Context: an optimization exercise on an open-source flow, tuned for small area, a short achievable clock period and few clock cycles per item. The choices shown serve that exercise and are no tape-out recipe.
RTL that was checked went through simulation tests only; none was proved equivalent to the original.

==> job 7128: inputs <==
## aes128_enc
module aes128_enc (
	input  wire                      clock_clk_i,
	input  wire                      arst_n_i,
	input  wire                      in_req_i,
	output logic                     in_ack_o,
	input  wire aes_pkg::aes_block_u plaintext_i,
	input  wire aes_pkg::aes_block_u key_i,
	output logic                     out_req_o,
	input  wire                      out_ack_i,
	output aes_pkg::aes_block_u      ciphertext_o
);
export LEC_CHECK = 0
export CAP_MARGIN = 20
export CORE_MARGIN = 2
export CORE_UTILIZATION = 55
export SLEW_MARGIN = 20
export SYNTH_HIERARCHICAL = 1
create_clock -name core_clock -period 10.0 [get_ports {clock_clk_i}]
standard.sh (not shown) runs the stock make flow with config.mk's settings and CLKGATE_MAP_FILE= SYNTH_SCRIPT=/design/flow/synth_recipe.tcl, a recipe that flattens the netlist after the stock synthesis.
==> flow/flow/run.sh <==
#!/bin/bash
# Standard layout (the standard.sh, unchanged synthesis) with the
# resizer asked for more setup margin than the 10 ns clock needs, so that it
# sizes up the slow XOR chains, and plain buffers on the ports; the clock
# period and constraints are the standard flow's.
cp standard.sh standard_sh.log
export SETUP_SLACK_MARGIN=6.2
export BUFFER_PORTS_ARGS="-buffer_cell sky130_fd_sc_hd__buf_2"
bash standard.sh > standard.log 2>&1
==> inputs of job 5746, as changes to job 7128 <==
--- a/flow/design.v
+++ b/flow/design.v
@@ -413,21 +413,12 @@
 	input  wire [W-1:0] a,
 	input  wire [W-1:0] b,
 	output wire [W-1:0] y
 );
 	assign y = a ^ b;
 endmodule
-module aes_andnv #(
-	parameter int W = 8
-) (
-	input  wire [W-1:0] a,
-	input  wire         s,
-	output wire [W-1:0] y
-);
-	assign y = a & ~{W{s}};
-endmodule
 module aes_xtime (
 	input  wire [7:0] a,
 	output wire [7:0] y
 );
 	aes_xorv #(.W(3)) red_i (
 		.a({a[3], a[2], a[0]}),
@@ -470,13 +461,13 @@
 	for (genvar c = 0; c < 4; c++) begin : g_mix
 		aes_mix_column mix_i (
 			.col_i(shift_state[127-32*c -: 32]),
 			.col_o(mix_state[127-32*c -: 32])
 		);
 	end
-	assign state_o = mix_state;
+	aes_xorv #(.W(128)) ark_i (.a(mix_state), .b(round_key_i), .y(state_o));
 	aes_xorv #(.W(128)) fin_i (.a(shift_state), .b(round_key_i), .y(final_o));
 endmodule
 `default_nettype wire
 `default_nettype none
 module aes_key_expander (
 	input  wire aes_pkg::aes_block_u key_i,
@@ -505,12 +496,13 @@
 	input  wire aes_pkg::aes_block_u key_i,
 	output logic                     out_req_o,
 	input  wire                      out_ack_i,
 	output aes_pkg::aes_block_u      ciphertext_o
 );
 	logic ack_q;
+	logic seen_q;         
 	logic                a_valid_q;
 	logic                a_parked_q;
 	logic                a_first_q;
 	aes_pkg::aes_byte_t  a_rcon_q;
 	aes_pkg::aes_block_u a_state_q;
 	aes_pkg::aes_block_u a_key_q;
@@ -518,41 +510,34 @@
 	logic                b_parked_q;
 	logic                b_first_q;
 	aes_pkg::aes_byte_t  b_rcon_q;
 	logic [16*12-1:0]    b_mid_q;
 	aes_pkg::aes_block_u b_key_q;
 	logic [4*4-1:0]      b_kmid_q;
-	logic                capture_q;
-	logic                deliver_q;
-	logic                park_q;
 	logic                out_full_q;
 	logic                out_req_q;
 	aes_pkg::aes_block_u ct_q;
 	logic [16*12-1:0]    mid;
 	logic [4*4-1:0]      kmid;
 	aes_pkg::aes_block_u sub_state;
 	aes_pkg::aes_word_t  key_sub;
 	aes_pkg::aes_block_u round_key;
-	aes_pkg::aes_block_u mix_state;
+	aes_pkg::aes_block_u round_out;
 	aes_pkg::aes_block_u final_out;
-	aes_pkg::aes_block_u mix_kept;
-	aes_pkg::aes_block_u whitened;
-	aes_pkg::aes_block_u add_key;
-	aes_pkg::aes_block_u state_next;
+	logic b_final;
+	logic b_done;
 	logic other_parked;
-	logic out_full_next;
-	logic n_done;
-	logic n_deliver;
-	logic n_park;
-	logic n_capture;
+	logic deliver;
+	logic park;
+	logic capture;
+	assign b_final = b_valid_q && !b_parked_q && b_rcon_q == 8'h36;
+	assign b_done = b_final || (b_valid_q && b_parked_q);
 	assign other_parked = a_valid_q && a_parked_q;
-	assign out_full_next = deliver_q || (out_full_q && (out_req_q || out_ack_i));
-	assign n_done = a_valid_q && (a_parked_q || a_rcon_q == 8'h36);
-	assign n_deliver = n_done && !out_full_next && (!park_q || (a_parked_q && a_first_q));
-	assign n_park = n_done && !n_deliver;
-	assign n_capture = in_req_i && !ack_q && !capture_q && (!a_valid_q || n_deliver);
+	assign deliver = b_done && !out_full_q && (!other_parked || (b_parked_q && b_first_q));
+	assign park = b_done && !deliver;
+	assign capture = seen_q && (!b_valid_q || deliver);
 	for (genvar i = 0; i < 16; i++) begin : g_sbox
 		aes_sbox_a sbox_i (
 			.byte_i(a_state_q[127-8*i -: 8]),
 			.mid_o (mid[12*i +: 12])
 		);
 	end
@@ -580,74 +565,72 @@
 		.sub_i (key_sub),
 		.key_o (round_key)
 	);
 	aes_round round_i (
 		.sub_i      (sub_state),
 		.round_key_i(round_key),
-		.state_o    (mix_state),
+		.state_o    (round_out),
 		.final_o    (final_out)
 	);
-	aes_andnv #(.W(128)) mix_kept_i (.a(mix_state), .s(capture_q), .y(mix_kept));
-	aes_xorv #(.W(128)) whiten_i (.a(plaintext_i), .b(key_i), .y(whitened));
-	assign add_key = capture_q ? whitened : round_key;
-	aes_xorv #(.W(128)) ark_i (.a(mix_kept), .b(add_key), .y(state_next));
 	always_ff @(posedge clock_clk_i or negedge arst_n_i) begin
 		if (!arst_n_i) begin
 			ack_q <= 1'b0;
+			seen_q <= 1'b0;
 			a_valid_q <= 1'b0;
 			a_parked_q <= 1'b0;
 			a_first_q <= 1'b0;
 			b_valid_q <= 1'b0;
 			b_parked_q <= 1'b0;
 			b_first_q <= 1'b0;
-			capture_q <= 1'b0;
-			deliver_q <= 1'b0;
-			park_q <= 1'b0;
 			out_full_q <= 1'b0;
 			out_req_q <= 1'b0;
 		end else begin
-			if (capture_q) begin
+			seen_q <= in_req_i && !ack_q && !capture;
+			if (capture) begin
 				ack_q <= 1'b1;
 			end else if (!in_req_i) begin
 				ack_q <= 1'b0;
 			end
-			a_valid_q <= capture_q || (b_valid_q && !deliver_q);
-			a_parked_q <= park_q;
-			a_first_q <= park_q && (b_first_q || !other_parked);
+			a_valid_q <= capture || (b_valid_q && !deliver);
+			a_parked_q <= park;
+			a_first_q <= park && (b_first_q || !other_parked);
 			b_valid_q <= a_valid_q;
 			b_parked_q <= a_parked_q;
 			b_first_q <= a_first_q;
-			capture_q <= n_capture;
-			deliver_q <= n_deliver;
-			park_q <= n_park;
-			if (deliver_q) begin
+			if (deliver) begin
 				out_req_q <= 1'b1;
-			end else if (out_ack_i) begin
-				out_req_q <= 1'b0;
+				out_full_q <= 1'b1;
+			end else begin
+				if (out_ack_i) begin
+					out_req_q <= 1'b0;
+				end
+				if (!out_req_q && !out_ack_i) begin
+					out_full_q <= 1'b0;
+				end
 			end
-			out_full_q <= out_full_next;
 		end
 	end
 	always_ff @(posedge clock_clk_i) begin
-		a_state_q <= state_next;
-		if (capture_q) begin
+		if (capture) begin
+			a_state_q <= plaintext_i ^ key_i;
 			a_key_q <= key_i;
 			a_rcon_q <= 8'h01;
 		end else begin
-			if (park_q) begin
+			a_state_q <= round_out;
+			if (park) begin
 				a_key_q <= b_parked_q ? b_key_q : final_out;
 			end else begin
 				a_key_q <= round_key;
 			end
 			a_rcon_q <= aes_pkg::aes_xtime(b_rcon_q);
 		end
 		b_mid_q <= mid;
 		b_key_q <= a_key_q;
 		b_kmid_q <= kmid;
 		b_rcon_q <= a_rcon_q;
-		if (deliver_q) begin
+		if (deliver) begin
 			ct_q <= b_parked_q ? b_key_q : final_out;
 		end
 	end
 	assign in_ack_o = ack_q;
 	assign out_req_o = out_req_q;
 	assign ciphertext_o = ct_q;
==> flow/run.sh (new file) <==
#!/bin/bash
# synth_recipe.tcl (not shown) runs the flow's synth.tcl, then flattens the netlist and writes it again
# the make line also repeats each setting of config.mk as NAME=value (left out here)
make -C /OpenROAD-flow-scripts/flow DESIGN_CONFIG=/design/flow/config.mk WORK_HOME=/design/flow/orfs CLKGATE_MAP_FILE= SYNTH_SCRIPT=/design/flow/synth_recipe.tcl finish
==> flow/config.mk (replaced) <==
export PLATFORM = sky130hd
export DESIGN_NAME = aes128_enc
export DESIGN_NICKNAME = aes128_enc
export VERILOG_FILES = /design/flow/design.v
export SDC_FILE = /design/flow/constraint.sdc
export NUM_CORES = 4
export LEC_CHECK = 0
export CAP_MARGIN = 20
export CORE_MARGIN = 2
export CORE_UTILIZATION = 40
export SLEW_MARGIN = 20
export SYNTH_HIERARCHICAL = 1
removed: flow/flow/run.sh
removed: flow/standard.sh
==> inputs of job 6352, as changes to job 7128 <==
==> flow/flow/run.sh (replaced) <==
#!/bin/bash
# Standard layout (the standard.sh, unchanged synthesis) with the
# resizer asked for more setup margin than the 10 ns clock needs, so that it
# sizes up the slow XOR chains, and plain buffers on the ports; the clock
# period and constraints are the standard flow's.
cp standard.sh standard_sh.log
export SETUP_SLACK_MARGIN=6.35
export BUFFER_PORTS_ARGS="-buffer_cell sky130_fd_sc_hd__buf_2"
bash standard.sh > standard.log 2>&1
==> flow/config.mk (replaced) <==
export PLATFORM = sky130hd
export DESIGN_NAME = aes128_enc
export DESIGN_NICKNAME = aes128_enc
export VERILOG_FILES = /design/flow/design.v
export SDC_FILE = /design/flow/constraint.sdc
export NUM_CORES = 4
export LEC_CHECK = 0
export CAP_MARGIN = 20
export CORE_MARGIN = 2
export CORE_UTILIZATION = 40
export SLEW_MARGIN = 20
export SYNTH_HIERARCHICAL = 1
==> run summary <==
- The count of cells in the finished layout, fillers not included, comes to 7551.
- The number of tap cells added at floorplan is 1391.
- The flow ran to the end and the layout has no timing, DRC or antenna violations.
- The clock sink count is 748.
- The global-route usage over all layers is 0.317.
-- figures above: job 7128

==> run summary <==
- The run finished with no timing, DRC or antenna violations.
- The finished layout holds 8109 standard cells, fillers aside.
- The design received a total of 1917 well taps at floorplan.
- Across every metal layer, demand over resource in global routing totals 0.242.
- Clock tree synthesis found a total of 748 sinks.
-- figures above: job 6352

==> run summary <==
- The flow ran to the end and the layout has no timing, DRC or antenna violations.
- The share of synthesized registers carrying an async set or reset is 0.0134.
- The register with the most flip-flops in the final layout is b_mid_q.
- The global-route usage over all layers is 0.261.
- The category of the worst setup path capture point is a flip-flop.
- The final cell count without fillers is 7977.
- The launch point of the worst reg-to-reg path is b_key_q[8].
- In the routed design, unresolved DRC markers number 0.
- The clock sink count is 746.
- The number of tap cells added at floorplan is 1903.
-- figures above: job 5746

Testbench counts of job 7128, summed over its fixed seeds: cycles 3,880, items 384.
Testbench counts of job 5746, summed over its fixed seeds: cycles 3,880, items 384.
Testbench counts of job 6352, summed over its fixed seeds: cycles 3,880, items 384.

* * *

==> 08-21 <==
Another version of the RTL of aes128_enc (not shown whole).
==> flow/design.v (excerpt) <==
module aes128_enc (
	input  wire                      clock_clk_i,
	input  wire                      arst_n_i,
	input  wire                      in_req_i,
	output logic                     in_ack_o,
	input  wire aes_pkg::aes_block_u plaintext_i,
	input  wire aes_pkg::aes_block_u key_i,
	output logic                     out_req_o,
	input  wire                      out_ack_i,
	output aes_pkg::aes_block_u      ciphertext_o
);
Settings: LEC_CHECK=0, CAP_MARGIN=20, CORE_MARGIN=2, CORE_UTILIZATION=40, SLEW_MARGIN=20, SYNTH_HIERARCHICAL=1; clock period 10.0 ns.
==> flow/flow/run.sh <==
#!/bin/bash
# Standard layout (the standard.sh, unchanged synthesis) with the
# resizer asked for more setup margin than the 10 ns clock needs, so that it
# sizes up the slow XOR chains, and plain buffers on the ports; the clock
# period and constraints are the standard flow's.
cp standard.sh standard_sh.log
export SETUP_SLACK_MARGIN=6.65
export BUFFER_PORTS_ARGS="-buffer_cell sky130_fd_sc_hd__buf_2"
bash standard.sh > standard.log 2>&1
==> 07-10: changes against 08-21 <==
--- a/flow/flow/run.sh
+++ b/flow/flow/run.sh
@@ -4,6 +4,6 @@
 # sizes up the slow XOR chains, and plain buffers on the ports; the clock
 # period and constraints are the standard flow's.
 cp standard.sh standard_sh.log
-export SETUP_SLACK_MARGIN=6.65
+export SETUP_SLACK_MARGIN=6.75
 export BUFFER_PORTS_ARGS="-buffer_cell sky130_fd_sc_hd__buf_2"
 bash standard.sh > standard.log 2>&1
==> notes <==
- 08-21 reached the layout checks and failed them: antenna rules. 07-10 completed with no timing, DRC or antenna violations.
- Against 07-10, the non-clock buffer count of 08-21 is lower by 156.
- In count of clock-buffer cells in the layout, 08-21 and 07-10 do not differ.
- Cell count: 07-10 is larger than 08-21 (1.9%).
- Between 08-21 and 07-10, the lower via count is in 08-21 (gap 2.0%, measured against 07-10).
- Against 08-21, the first-iteration DRC count of 07-10 is larger by about 7%.
- Against 08-21, the setup slack of 07-10 is higher by 100 ps.
==> figures <==
                                                                             07-10            08-21
Result of the run                                                   finished clean  failed layout checks
Reasons for failing layout checks                                                -    antenna rules
Slew at the pin closest to its max-slew limit                              1230 ps          1200 ps
Global-route track usage on met2                                             37.5%            37.4%
Synthesis-to-finish area growth                                              20.0%            14.1%
Share of post-route cells with drive strength above 1                        30.6%            25.3%
Overall track demand over capacity in global routing                         23.8%            23.6%
Detail-routed net length per standard cell                                 22.4 um          22.4 um
Clock latency of the later-clocked register in the worst-skew pair          740 ps           730 ps
Setup slack of the critical path after layout                              6680 ps          6570 ps
Met1 Routed Length                                                       83,300 um        83,900 um
Number of nets still failing antenna checks after routing                        0                1
Minimum setup slack among reg-to-reg paths                                 6680 ps          6570 ps
Global-route wire length before repair                                  266,000 um       264,000 um
Largest fanout of any net on the critical path                                   5                6
Maximum cell stage delay along the critical path                            410 ps           600 ps
No functional check of the RTL was part of any run of this note.

* * *

==> 02-26 <==
Another version of the RTL of aes128_enc (not shown whole).
Design aes128_enc, start of the top module:
module aes128_enc (
	input  wire                      clock_clk_i,
	input  wire                      arst_n_i,
	input  wire                      in_req_i,
	output logic                     in_ack_o,
	input  wire aes_pkg::aes_block_u plaintext_i,
	input  wire aes_pkg::aes_block_u key_i,
	output logic                     out_req_o,
	input  wire                      out_ack_i,
	output aes_pkg::aes_block_u      ciphertext_o
);
	logic ack_q;
	logic                a_valid_q;
	logic                a_parked_q;
	logic                a_first_q;
	aes_pkg::aes_byte_t  a_rcon_q;
	aes_pkg::aes_block_u a_state_q;
	aes_pkg::aes_block_u a_key_q;
	logic                b_valid_q;
	logic                b_parked_q;
	logic                b_first_q;
	aes_pkg::aes_byte_t  b_rcon_q;
	logic [16*18-1:0]    b_mid_q;
	aes_pkg::aes_block_u b_key_q;
	logic [4*14-1:0]     b_kmid_q;
	logic                capture_q;
	logic                deliver_q;
	logic                park_q;
	logic                out_full_q;
	logic                out_req_q;
	aes_pkg::aes_block_u ct_q;
	logic [16*18-1:0]    mid;
	logic [4*14-1:0]     kmid;
	aes_pkg::aes_block_u sub_state;
	aes_pkg::aes_word_t  key_sub;
	aes_pkg::aes_block_u round_key;
	aes_pkg::aes_block_u mix_state;
	aes_pkg::aes_block_u final_out;
	aes_pkg::aes_block_u mix_kept;
	aes_pkg::aes_block_u whitened;
	aes_pkg::aes_block_u add_key;
	aes_pkg::aes_block_u state_next;
	logic other_parked;
	logic out_full_next;
	logic n_done;
	logic n_deliver;
	logic n_park;
	logic n_capture;
  ...
export LEC_CHECK = 0
export CAP_MARGIN = 20
export CORE_MARGIN = 2
export CORE_UTILIZATION = 40
export SLEW_MARGIN = 20
export SYNTH_HIERARCHICAL = 1
create_clock -name core_clock -period 10.0 [get_ports {clock_clk_i}]
==> flow/flow/run.sh <==
#!/bin/bash
# Standard layout (the standard.sh, unchanged synthesis) with the
# resizer asked for more setup margin than the 10 ns clock needs, so that it
# sizes up the slow XOR chains, and plain buffers on the ports; the clock
# period and constraints are the standard flow's.
cp standard.sh standard_sh.log
export SETUP_SLACK_MARGIN=6.2
export BUFFER_PORTS_ARGS="-buffer_cell sky130_fd_sc_hd__buf_2"
bash standard.sh > standard.log 2>&1
==> 08-18: changes against 02-26 <==
--- a/flow/flow/run.sh
+++ b/flow/flow/run.sh
@@ -5,5 +5,5 @@
 # period and constraints are the standard flow's.
 cp standard.sh standard_sh.log
-export SETUP_SLACK_MARGIN=6.2
+export SETUP_SLACK_MARGIN=6.5
 export BUFFER_PORTS_ARGS="-buffer_cell sky130_fd_sc_hd__buf_2"
 bash standard.sh > standard.log 2>&1
==> 02-21: changes against 02-26 <==
--- a/flow/flow/run.sh
+++ b/flow/flow/run.sh
@@ -5,5 +5,5 @@
 # period and constraints are the standard flow's.
 cp standard.sh standard_sh.log
-export SETUP_SLACK_MARGIN=6.2
+export SETUP_SLACK_MARGIN=6.4
 export BUFFER_PORTS_ARGS="-buffer_cell sky130_fd_sc_hd__buf_2"
 bash standard.sh > standard.log 2>&1
==> impl_metrics.sql <==
INSERT INTO impl_metrics (metric_group, metric, value, unit) VALUES
('finish', 'final_core_utilization', '0.4423', ''),
('placed_design', 'placed_cells', '7974', ''),
('finish', 'number_of_nets_in_the_layout', '6327', ''),
('worst_setup_path', 'r2r_start', 'b_mid_q[223]', ''),
('worst_setup_path', 'critical_path.top_delay_family', 'flip-flops', ''),
('finish', 'diodes', '5', ''),
('finish', 'seq_area', '0.01908', 'mm²'),
('finish', 'clock_cell_area_share', '0.05116', ''),
('outcome', 'status', 'timing/DRC/antenna clean', ''),
('worst_setup_path', 'critical_path.n_buffers_inverters', '1', ''),
('timing', 'tightest_slew', '1.180', 'ns'),
('worst_setup_path', 'worstPathRequired', '8.00', 'ns'),
('detailed_routing', 'wire_per_inst', '23.03', 'µm'),
('finish', 'fin_area', '0.06718', 'mm²'),
('grt', 'vias_in_the_first_global_route', '38789', ''),
('grt', 'gr-usage-all-layers', '0.2336', ''),
('timing', 'final_min_period_over_clock_period', '0.3505', ''),
('timing', 'max_frequency', '285.3', 'MHz');
The numbers above come from 08-18.

==> impl_metrics.sql <==
INSERT INTO impl_metrics (metric_group, metric, value, unit) VALUES
('worst_setup_path', 'critical_path.n_buffers_inverters', '0', ''),
('outcome', 'status', 'timing/DRC/antenna clean', ''),
('worst_setup_path', 'critPathCaptureType', 'flip-flop', ''),
('finish', 'final_core_utilization', '0.4269', ''),
('finish', 'number_of_nets_in_the_layout', '6291', ''),
('placed_design', 'hpwlAfterDp', '153300', 'µm'),
('grt', 'gr-usage-all-layers', '0.2326', ''),
('worst_setup_path', 'r2r_start', 'b_key_q[4]', ''),
('timing', 'final_min_period_over_clock_period', '0.3766', ''),
('worst_setup_path', 'ff2ff_path_depth', '10', ''),
('worst_setup_path', 'worstPathRequired', '10.67', 'ns'),
('detailed_routing', 'wire_per_inst', '22.91', 'µm'),
('placed_design', 'placed_cells', '7961', ''),
('finish', 'clock_cell_area_share', '0.05027', ''),
('timing', 'tightest_slew', '1.194', 'ns'),
('finish', 'fin_area', '0.06484', 'mm²'),
('finish', 'buf_share', '0.03543', ''),
('grt', 'vias_in_the_first_global_route', '38404', '');
The numbers above come from 02-26.

==> impl_metrics.sql <==
INSERT INTO impl_metrics (metric_group, metric, value, unit) VALUES
('finish', 'number_of_nets_in_the_layout', '6319', ''),
('finish', 'final_core_utilization', '0.4363', ''),
('finish', 'clock_cell_area_share', '0.05186', ''),
('grt', 'gr-usage-all-layers', '0.2333', ''),
('worst_setup_path', 'r2r_start', 'b_mid_q[170]', ''),
('timing', 'final_min_period_over_clock_period', '0.3756', ''),
('finish', 'multi_input_area_share', '0.5816', ''),
('finish', 'seq_area', '0.01906', 'mm²'),
('timing', 'tightest_slew', '1.174', 'ns'),
('flow_run', 'reported_max_cap_violation_count', '0', ''),
('worst_setup_path', 'critical_path.n_buffers_inverters', '0', ''),
('timing', 'max_frequency', '266.2', 'MHz'),
('worst_setup_path', 'critPathKind', 'reg -> reg', ''),
('clock_tree', 'clock_insertion_delay_worst_skew', '0.73', 'ns'),
('outcome', 'status', 'timing/DRC/antenna clean', ''),
('worst_setup_path', 'worstPathRequired', '10.59', 'ns'),
('worst_setup_path', 'critical_path.top_delay_family', 'XOR/XNOR gates', ''),
('grt', 'vias_in_the_first_global_route', '38750', ''),
('finish', 'fin_area', '0.06627', 'mm²'),
('detailed_routing', 'wire_per_inst', '22.95', 'µm');
The numbers above come from 02-21.

Testbench counts of 02-26, summed over its fixed seeds: cycles 3,880, items 384.
Testbench counts of 08-18, summed over its fixed seeds: cycles 3,880, items 384.
Testbench counts of 02-21, summed over its fixed seeds: cycles 3,880, items 384.

==> port drivers added, routing unchanged <==
Ports are ideal in the flow. The routed layouts listed here were re-timed in OpenROAD. Step 1: set_driving_cell puts a clkbuf_16 on clock_clk_i and a buf_2 on each other input, an assumption about the parent block. Step 2 adds t to the input delays and takes it off the output delays; t is the mean of the earliest and latest rising clock arrival at the registers after step 1. Input paths then give back, and output paths get back, about the clock's delay inside the block. a / b / c = no drivers / after step 1 / after step 2; a / b = the first two.
run | shift t [ns] | setup WS [ns] | clock arrival spread, ns
job 7128 | 0.746 | 6.240 / 6.240 / 6.240 | 0.031 / 0.031
job 5746 | 0.772 | 5.265 / 5.265 / 5.265 | 0.030 / 0.031
job 6352 | 0.793 | 6.301 / 6.301 / 6.301 | 0.044 / 0.044
08-21 | 0.790 | 6.572 / 6.572 / 6.328 | 0.042 / 0.042
07-10 | 0.795 | 6.675 / 6.665 / 6.336 | 0.047 / 0.047
02-26 | 0.796 | 6.234 / 6.234 / 6.234 | 0.039 / 0.039
08-18 | 0.800 | 6.495 / 6.407 / 6.468 | 0.038 / 0.039
02-21 | 0.800 | 6.244 / 6.244 / 6.244 | 0.037 / 0.037
For 07-10, which loses most, drivers alone change the setup slack by -0.010 ns; drivers and shift together by -0.339 ns.
